Context: an optimization exercise on an open-source flow, tuned for small area, a short achievable clock period and few clock cycles per item. The choices shown serve that exercise and are no tape-out recipe. Only simulation tests tie the RTL to the original design; equivalence was not proved.

alpha:
==> flow/design.v (excerpt) <==
module arc_point_hit_test_core (
  input  logic               clk,
  input  logic               rst_n,
  input  logic               in_valid,
  output logic               in_ready,
  input  logic signed [31:0] in_point_x,
  input  logic signed [31:0] in_point_y,
  output logic               out_valid,
  input  logic               out_ready,
  output logic               out_hit,
  input  logic               cfg_valid,
  output logic               cfg_ready,
  input  logic [2:0]         cfg_index,
  input  logic [31:0]        cfg_wdata
);
  logic [31:0] cx_r, cy_r;
  logic [30:0] rad_r, tol_r;
  logic [15:0] sa_r, ea_r;
  logic        div_go_r;    
  assign cfg_ready = 1'b1;
  always_ff @(posedge clk) begin
    if (!rst_n) begin
      cx_r <= '0; cy_r <= '0; rad_r <= '0; tol_r <= '0; sa_r <= '0; ea_r <= '0;
    end else if (cfg_valid) begin
      case (cfg_index)
        3'd0: cx_r  <= cfg_wdata;
        3'd1: cy_r  <= cfg_wdata;
        3'd2: rad_r <= cfg_wdata[30:0];
        3'd3: sa_r  <= cfg_wdata[15:0];
        3'd4: ea_r  <= cfg_wdata[15:0];
        3'd5: tol_r <= cfg_wdata[30:0];
        default: ;
      endcase
    end
  end
  always_ff @(posedge clk) begin
    if (!rst_n) div_go_r <= 1'b0;
  ...
For scale: about 110000 sq um of cells after synthesis.
clock: 7.5 ns
lec_check: 0
abc_area: 1
cap_margin: 20
core_margin: 2
core_utilization: 50
cts_buf_list: sky130_fd_sc_hd__clkbuf_4 sky130_fd_sc_hd__clkbuf_8
cts_cluster_diameter: 100
cts_cluster_size: 12
place_density: 0.7
setup_slack_margin: 4.0
slew_margin: 20
run.sh (not shown) runs the stock make flow with config.mk's settings and CLKGATE_MAP_FILE= SYNTH_SCRIPT=/design/flow/synth_recipe.tcl, a recipe that flattens the netlist after the stock synthesis.
Testbench counts of alpha, summed over its fixed seeds: cycles 9,056, items 8,192.
Modified inputs, beta compared to alpha
- CTS_CLUSTER_DIAMETER removed (was 100)
- CTS_CLUSTER_SIZE removed (was 12)
- PLACE_DENSITY removed (was 0.7)
Findings:
- Changes observed in beta relative to alpha: final net count went up 157, post-layout minimum cycle time went up 0.044 ns.
- The worst setup path endpoint comes out x1_r[22] in one run and x5_r[24] in the other, namely in beta and alpha respectively.
diff inputs: beta => gamma
- CAP_MARGIN changed from 20 to 10
- CTS_CLUSTER_SIZE newly set to 12
- SLEW_MARGIN changed from 20 to 10
- CTS_CLUSTER_DIAMETER newly set to 100
[summary]
gamma reached the end of the flow, and the finished layout is clean on the timing, DRC and antenna checks. beta → gamma: utilization after layout saw a decrease, clock-pin slew on the worst setup and hold paths saw little to no change, critical path depth saw a decrease, portion of the layout cell area used by non-clock buffers saw little to no change, met2 wire length saw a decrease. Against beta, gamma comes in 0.28 points lower on overall routing resource usage. Total non-filler cell area in the finished layout (gamma over beta): decrease, about 3.4%. For the top fanout value on the critical path, gamma came in 17 lower than beta did.
The following lists how delta was set up differently from gamma:
- CAP_MARGIN changed from 10 to 20
- CTS_CLUSTER_SIZE changed from 12 to 16
- SLEW_MARGIN changed from 10 to 20
## What came out
Across both runs, non-clock buffer count was higher for delta than for gamma. delta: critical path depth higher than gamma. Looking at final period demand of the worst path across both flows, delta is the weaker of the two, with gamma ahead. Diff delta..gamma | flop and latch count out of synthesis | unchanged. Via count of delta is on par with gamma. Total met2 wirelength after detailed routing: delta vs gamma, no meaningful difference. Final instance count without filler cells across gamma and delta: no real change. Between gamma and delta, the difference in post-layout instance area is negligible.

---

Starting RTL as in the previous note.
export LEC_CHECK = 0
export ABC_AREA = 1
export CAP_MARGIN = 20
export CORE_MARGIN = 2
export CORE_UTILIZATION = 50
export CTS_BUF_LIST = sky130_fd_sc_hd__clkbuf_4 sky130_fd_sc_hd__clkbuf_8
export CTS_CLUSTER_DIAMETER = 100
export CTS_CLUSTER_SIZE = 12
export PLACE_DENSITY = 0.8
export SETUP_SLACK_MARGIN = 4.0
export SLEW_MARGIN = 20
create_clock -name core_clock -period 7.5 [get_ports {clk}]
The starting point completed with no timing, DRC or antenna violations.
Testbench counts at the start, summed over its fixed seeds: cycles 9,056, items 8,192.
Change:
--- a/flow/config.mk
+++ b/flow/config.mk
@@ -15 +14,0 @@
-export PLACE_DENSITY = 0.8
=> The changed run completed with no timing, DRC or antenna violations; routed wire length rises by 5.7%; clock-buffer cell count falls by 4; first-iteration DRC count rises by 4.1%; setup slack gains 0.11 ns; via count rises by 0.75%; worst hold slack loses 0.0057 ns; final cell count hardly moves.

==> port drivers added, routing unchanged <==
How much do the figures lean on ideal ports? The routed layouts below were timed once more, with nothing changed but the port constraints.
Step 1 (the two cells are an assumption about what drives the block):
set clk [get_ports {clk}]
set_driving_cell -lib_cell sky130_fd_sc_hd__clkbuf_16 $clk
set_driving_cell -lib_cell sky130_fd_sc_hd__buf_2 [delete_from_list [all_inputs] $clk]
Step 2 moves the port delays by t, midway between the first and last clock arrival at a register: inputs arrive t later, outputs are due t later. That takes back most of the time a late clock gives input paths.
Slacks: ideal / step 1 / step 2; pairs: ideal / step 1.
| run | t, ns | slack for setup (ns) | worst hold slack (ns) | worst slew at a driven data input, ns |
|---|---|---|---|---|
| alpha | 1.056 | 4.130 / 4.058 / 3.192 | 0.306 / 0.306 / 0.306 | 0.14 |
| beta | 1.129 | 4.085 / 4.045 / 3.167 | 0.313 / 0.313 / 0.313 | 0.15 |
| gamma | 1.042 | 4.124 / 4.037 / 3.208 | 0.286 / 0.286 / 0.286 | 0.14 |
| delta | 1.022 | 4.063 / 4.063 / 3.193 | 0.321 / 0.321 / 0.321 | 0.14 |
| the first run of note 2 | 1.059 | 4.015 / 4.080 / 3.021 | 0.292 / 0.292 / 0.292 | 0.09 |
| the second run of note 2 | 1.040 | 4.125 / 4.037 / 3.185 | 0.286 / 0.286 / 0.286 | 0.14 |
After both steps every run listed still meets setup and hold. The setup slack of the first run of note 2, which loses most, moves by +0.065 ns with the drivers and by -0.994 ns with both steps.
